From an optimization exercise on the open Yosys and OpenROAD flow, aimed at small area, a short achievable clock period and few clock cycles; shortcuts taken in it are not production practice.
Only simulation tests tie the RTL to the original design; equivalence was not proved.
Power figures rest on the tool's default switching activity, not on a simulated workload.

run 1:
==> flow/design.v (excerpt) <==
module multi_mode_task_scheduler #(
  parameter int unsigned MAX_TASKS = 16
) (
  input  wire          clk_i,
  input  wire          rst_ni,
  input  wire          cfg_we_i,
  input  wire [0:0]    cfg_index_i,
  input  wire [7:0]    cfg_wdata_i,
  input  wire          in_valid_i,
  output logic         in_ready_o,
  input  wire          operation_i,
  input  wire [7:0]    task_id_i,
  input  wire [15:0]   arrival_time_i,
  input  wire [15:0]   burst_length_i,
  output logic         out_valid_o,
  input  wire          out_ready_i,
  output logic [15:0]  current_time_o,
  output logic         load_rejected_o,
  output logic         running_valid_o,
  output logic [7:0]   running_id_o,
  output logic         finished_o,
  output logic [15:0]  turnaround_time_o,
  output logic [15:0]  waiting_time_o,
  output logic [15:0]  response_time_o,
  output logic         all_done_o
);
Size: roughly 8600 cells after synthesis, roughly 0.10 mm² of cells after synthesis.
clock: 9.0 ns
lec_check: 0
cap_margin: 20
core_margin: 2
core_utilization: 30
cts_cluster_diameter: 100
cts_cluster_size: 18
place_density: 0.45
setup_slack_margin: 4.5
slew_margin: 20
run.sh (not shown) runs the stock make flow with config.mk's settings and CLKGATE_MAP_FILE= SYNTH_SCRIPT=/design/flow/synth_recipe.tcl, a recipe that flattens the netlist after the stock synthesis.
Testbench counts of run 1, summed over its fixed seeds: cycles 11,053.
Modified inputs, run 2 compared to run 1
# run 1
export LEC_CHECK = 0
export CAP_MARGIN = 20
export CORE_MARGIN = 2
export CORE_UTILIZATION = 30
export CTS_CLUSTER_DIAMETER = 100
export CTS_CLUSTER_SIZE = 18
export PLACE_DENSITY = 0.45
export SETUP_SLACK_MARGIN = 4.5
export SLEW_MARGIN = 20
create_clock -name core_clock -period 9.0 [get_ports {clk_i}]
# run 2
export LEC_CHECK = 0
export CAP_MARGIN = 20
export CORE_MARGIN = 2
export CORE_UTILIZATION = 42
export CTS_CLUSTER_DIAMETER = 100
export CTS_CLUSTER_SIZE = 18
export PLACE_DENSITY = 0.65
export SETUP_SLACK_MARGIN = 4.0
export SLEW_MARGIN = 20
create_clock -name core_clock -period 9.0 [get_ports {clk_i}]
Notes after the runs:
Run 2 ended with less fraction of layout cells with a size suffix above 1 than run 1. Delta (run 2 minus run 1): fill cell instance count of the final layout fell by 11100; worst hold slack fell by 16 ps.
Input changes introduced in run 3 (baseline for comparison: run 2):
# run 2
export LEC_CHECK = 0
export CAP_MARGIN = 20
export CORE_MARGIN = 2
export CORE_UTILIZATION = 42
export CTS_CLUSTER_DIAMETER = 100
export CTS_CLUSTER_SIZE = 18
export PLACE_DENSITY = 0.65
export SETUP_SLACK_MARGIN = 4.0
export SLEW_MARGIN = 20
create_clock -name core_clock -period 9.0 [get_ports {clk_i}]
# run 3
export LEC_CHECK = 0
export CAP_MARGIN = 20
export CORE_MARGIN = 2
export CORE_UTILIZATION = 25
export CTS_CLUSTER_DIAMETER = 100
export CTS_CLUSTER_SIZE = 18
export PLACE_DENSITY = 0.35
export SETUP_SLACK_MARGIN = 4.0
export SLEW_MARGIN = 20
create_clock -name core_clock -period 9.0 [get_ports {clk_i}]
==> comparison <==
- Per the final summary, run 3 finished and its layout is clean on timing, DRC and antenna.
- Diff run 2..run 3 | post-synth design cell area | unchanged
- Fraction of area in registers ends up lower on run 3.
- Summary: worst-case vdd ir drop, run 3 better than run 2
- Diff run 2 -> run 3 | first-iteration DRC count | down by more than a quarter
- When run 3 is measured against run 2, its final total power turns out 7.0% higher.
- On worst hold slack: between run 3 and run 2, it ends up higher for run 2.
Setup changes, run 3 to run 4
# run 3
export LEC_CHECK = 0
export CAP_MARGIN = 20
export CORE_MARGIN = 2
export CORE_UTILIZATION = 25
export CTS_CLUSTER_DIAMETER = 100
export CTS_CLUSTER_SIZE = 18
export PLACE_DENSITY = 0.35
export SETUP_SLACK_MARGIN = 4.0
export SLEW_MARGIN = 20
create_clock -name core_clock -period 9.0 [get_ports {clk_i}]
# run 4
export LEC_CHECK = 0
export CAP_MARGIN = 20
export CORE_MARGIN = 2
export CORE_UTILIZATION = 38
export CTS_CLUSTER_DIAMETER = 100
export CTS_CLUSTER_SIZE = 18
export PLACE_DENSITY = 0.6
export SETUP_SLACK_MARGIN = 4.5
export SLEW_MARGIN = 20
create_clock -name core_clock -period 9.0 [get_ports {clk_i}]
### Flow results
Summary of run 4 over run 3: worst max-slew margin expressed relative to the limit moved up, wire length reported by the detailed router moved down, number of tap instances moved down, power moved down, register cell area after layout level.
Sort run 3 and run 4 by overall routing resource usage, ascending, and run 3 comes first.
Diff run 4..run 3 | layout overhead on the synthesized area | negligible
Compared run 3 against run 4; synthesized instance count within noise.
Note that the final cell count recorded for run 4 amounts to 0.882 times the value seen in run 3.
> inputs changed (run 4 -> run 5)
# run 4
export LEC_CHECK = 0
export CAP_MARGIN = 20
export CORE_MARGIN = 2
export CORE_UTILIZATION = 38
export CTS_CLUSTER_DIAMETER = 100
export CTS_CLUSTER_SIZE = 18
export PLACE_DENSITY = 0.6
export SETUP_SLACK_MARGIN = 4.5
export SLEW_MARGIN = 20
create_clock -name core_clock -period 9.0 [get_ports {clk_i}]
# run 5
export LEC_CHECK = 0
export CAP_MARGIN = 20
export CORE_MARGIN = 2
export CORE_UTILIZATION = 35
export CTS_CLUSTER_DIAMETER = 100
export CTS_CLUSTER_SIZE = 18
export PLACE_DENSITY = 0.55
export SETUP_SLACK_MARGIN = 4.0
export SLEW_MARGIN = 20
create_clock -name core_clock -period 9.0 [get_ports {clk_i}]
==> comparison <==
Proportion of cell area spent on the clock network | run 5 below run 4
Higher synthesis-to-finish area growth goes to run 4 over run 5.
A endpoint of the most critical setup path of first_q[187] is what run 4 shows, while first_q[90] belongs to run 5.
Initial core utilization, run 4 and run 5: smaller value in run 5
Worst relative slew slack ended up 1.8 points lower on run 5 than on run 4.
Run 5 vs run 4, critical path launch point: z_q[4] vs run_q[2]
The layout clock buffer count number comes out higher for run 5 vs run 4.
Measured against each other, run 4 and run 5 differ in total power, the higher figure coming from run 4.
--- input diff run 5..run 6 ---
# run 5
export LEC_CHECK = 0
export CAP_MARGIN = 20
export CORE_MARGIN = 2
export CORE_UTILIZATION = 35
export CTS_CLUSTER_DIAMETER = 100
export CTS_CLUSTER_SIZE = 18
export PLACE_DENSITY = 0.55
export SETUP_SLACK_MARGIN = 4.0
export SLEW_MARGIN = 20
create_clock -name core_clock -period 9.0 [get_ports {clk_i}]
# run 6
export LEC_CHECK = 0
export CAP_MARGIN = 20
export CORE_MARGIN = 2
export CORE_UTILIZATION = 30
export CTS_CLUSTER_DIAMETER = 100
export CTS_CLUSTER_SIZE = 18
export PLACE_DENSITY = 0.45
export SETUP_SLACK_MARGIN = 4.0
export SLEW_MARGIN = 20
create_clock -name core_clock -period 9.0 [get_ports {clk_i}]
--- outcome ---
Diff run 5 -> run 6: fmax did not really move, post-route standard cell area excluding fillers went up, final core utilization went down, area taken by flip-flops and latches did not really move, placeable core area went up.
Of run 6 and run 5, it is run 6 that has the higher area used by multi-input combinational logic.
Run 6 vs run 5 — amount of wire on met3 after detailed routing dropped about 4%.
In the tables for run 5 and run 6, clock-buffer cell count reads lower with run 5.
Run 6 vs. run 5: critical path depth has decreased, total of cells resized after clock tree synthesis moved up.
Between run 5 and run 6, the flow reports last weighted congestion value of the routability-driven placer decreasing by a few percent.

---

## north
Another version of the RTL of multi_mode_task_scheduler (not shown whole).
For scale: ~8700 cells after synthesis, about 1800 flip-flops, roughly 100000 µm² of cells after synthesis.
clock: 9.0 ns
lec_check: 0
cap_margin: 20
core_margin: 2
core_utilization: 25
place_density: 0.35
setup_slack_margin: 4.0
slew_margin: 20
north: all stages complete, timing, DRC and antenna checks passed
Testbench counts of north, summed over its fixed seeds: cycles 11,053.
> inputs changed (north -> south)
-- flow/config.mk --
<<< north, line 11
>>> south, line 11
export CTS_CLUSTER_DIAMETER = 100
export CTS_CLUSTER_SIZE = 18
==> summary.txt <==
On total wire length, north and south are basically level.
Relative to north, number of clock buffers inserted by TritonCTS has decreased by 86 in south.
Buffer and inverter count on the worst path in south is 3 below north.
Comparing north against south, there is no change at all in area of the die.
In south the multi-input gate share of total cell area turned out 0.87 points higher than in north.
south has final non-filler cell area below what north had.
Of north and south, the higher portion of total power attributed to combinational logic belongs to south.
Final cell count shrinks slightly when moving from north to south.
Post-CTS setup-driven buffer insertion count, north and south: lower on south

---

Setup of run Z:
Another version of the RTL of multi_mode_task_scheduler (not shown whole).
For scale: ~9600 cells after synthesis, ~1800 flip-flops, ~130 I/O pins, about 110000 µm² of cells after synthesis.
Settings: LEC_CHECK=0, CAP_MARGIN=20, CORE_MARGIN=2, CORE_UTILIZATION=25, PLACE_DENSITY=0.35, SETUP_SLACK_MARGIN=2.5, SLEW_MARGIN=20; clock period 9.0 ns.
Testbench counts of run Z, summed over its fixed seeds: cycles 11,053.
Changes in run G relative to run Z:
- SETUP_SLACK_MARGIN: 2.5 -> unset
### Flow results
- Re layout overhead on the synthesized area: run G is 2.4 points down on run Z.
- Relative to run Z, post-CTS repair timing setup buffer count has decreased by 43 in run G.
- Run G vs run Z — final-stage net count dropped 113.
- [compare] base=run Z new=run G: via count went down, maximum clock frequency has decreased, total of plain and repair buffers excluding clock buffers decreased by 108 relative to the old numbers, peak fanout along the critical path saw a decrease, placed wire-length estimate after detailed placement grew by about 1.2%.
- Measured against run Z, the count of clock-buffer cells in the layout of run G comes out at 1.06 times the reference value.

---

== old ==
Another version of the RTL of multi_mode_task_scheduler (not shown whole).
Size in the first run: ~8,800 cells after synthesis, ~1,800 flip-flops, roughly 100,000 um^2 of cells after synthesis.
## multi_mode_task_scheduler
module multi_mode_task_scheduler #(
  parameter int unsigned MAX_TASKS = 16
) (
  input  wire          clk_i,
  input  wire          rst_ni,
  input  wire          cfg_we_i,
  input  wire [0:0]    cfg_index_i,
  input  wire [7:0]    cfg_wdata_i,
  input  wire          in_valid_i,
  output logic         in_ready_o,
  input  wire          operation_i,
  input  wire [7:0]    task_id_i,
  input  wire [15:0]   arrival_time_i,
  input  wire [15:0]   burst_length_i,
  output logic         out_valid_o,
  input  wire          out_ready_i,
  output logic [15:0]  current_time_o,
  output logic         load_rejected_o,
  output logic         running_valid_o,
  output logic [7:0]   running_id_o,
  output logic         finished_o,
  output logic [15:0]  turnaround_time_o,
  output logic [15:0]  waiting_time_o,
  output logic [15:0]  response_time_o,
  output logic         all_done_o
);
==> flow/config.mk <==
export PLATFORM = sky130hd
export DESIGN_NAME = multi_mode_task_scheduler
export DESIGN_NICKNAME = multi_mode_task_scheduler
export VERILOG_FILES = /design/flow/design.v
export SDC_FILE = /design/flow/constraint.sdc
export NUM_CORES = 4
export LEC_CHECK = 0
export CAP_MARGIN = 20
export CORE_MARGIN = 2
export CORE_UTILIZATION = 30
export CTS_CLUSTER_DIAMETER = 100
export CTS_CLUSTER_SIZE = 18
export PLACE_DENSITY = 0.45
export SETUP_SLACK_MARGIN = 4.0
export SLEW_MARGIN = 20
==> flow/constraint.sdc <==
create_clock -name core_clock -period 9.0 [get_ports {clk_i}]
set_input_delay 1.8000 -clock core_clock [delete_from_list [all_inputs] [get_ports {clk_i}]]
set_output_delay 1.8000 -clock core_clock [all_outputs]
set_load 0.01 [all_outputs]
old went all the way through the flow, and no timing, DRC or antenna check failed.
Testbench counts of old, summed over its fixed seeds: cycles 11,053.
[inputs] new vs old
Settings: a change of PLACE_DENSITY from 0.45 to 0.35; a change of CORE_UTILIZATION from 30 to 25.
## What came out
The final layouts of new and old pass the timing, design-rule and antenna checks. Diff old -> new: non-clock buffering overhead in the final layout level, sequential share of cell area moved down, routed wire length moved up.

[static timing again, ports no longer ideal]
The flow's constraints put no driver on any port. The routed layouts listed below were extracted and timed again, unchanged, in two steps. Step 1 (the two cells are an assumption about what drives the block):
set clk [get_ports {clk_i}]
set_driving_cell -lib_cell sky130_fd_sc_hd__clkbuf_16 $clk
set_driving_cell -lib_cell sky130_fd_sc_hd__buf_2 [delete_from_list [all_inputs] $clk]
Step 2 times the ports against the registers' clock, not the clock port: input delays grow and output delays shrink by t, the midpoint of the rising clock arrivals with the driver on. a / b / c = ideal / step 1 / step 2; a / b = the first two.
run | t, ns | setup slack, ns | hold slack, ns
run 1 | 0.976 | 3.801 / 3.801 / 3.597 | 0.441 / 0.441 / 0.441
run 2 | 0.931 | 3.772 / 3.772 / 3.315 | 0.425 / 0.425 / 0.425
run 3 | 0.993 | 3.496 / 3.496 / 3.268 | 0.421 / 0.421 / 0.421
run 4 | 0.956 | 3.926 / 3.926 / 3.640 | 0.485 / 0.485 / 0.485
run 5 | 1.023 | 3.745 / 3.745 / 3.137 | 0.490 / 0.490 / 0.490
run 6 | 0.970 | 3.737 / 3.737 / 3.260 | 0.435 / 0.435 / 0.435
north | 1.044 | 3.621 / 3.621 / 3.078 | 0.403 / 0.403 / 0.403
south | 0.998 | 3.623 / 3.623 / 3.060 | 0.458 / 0.458 / 0.458
run Z | 1.075 | 2.413 / 2.413 / 2.413 | 0.398 / 0.398 / 0.398
run G | 1.056 | 1.031 / 1.031 / 1.031 | 0.417 / 0.417 / 0.417
old | 0.991 | 3.618 / 3.618 / 2.993 | 0.419 / 0.419 / 0.419
new | 0.993 | 3.530 / 3.530 / 3.246 | 0.430 / 0.430 / 0.430
After both steps every run listed still meets setup and hold. The setup slack of old, which loses most, moves by 0.000 ns with the drivers and by -0.625 ns with both steps.
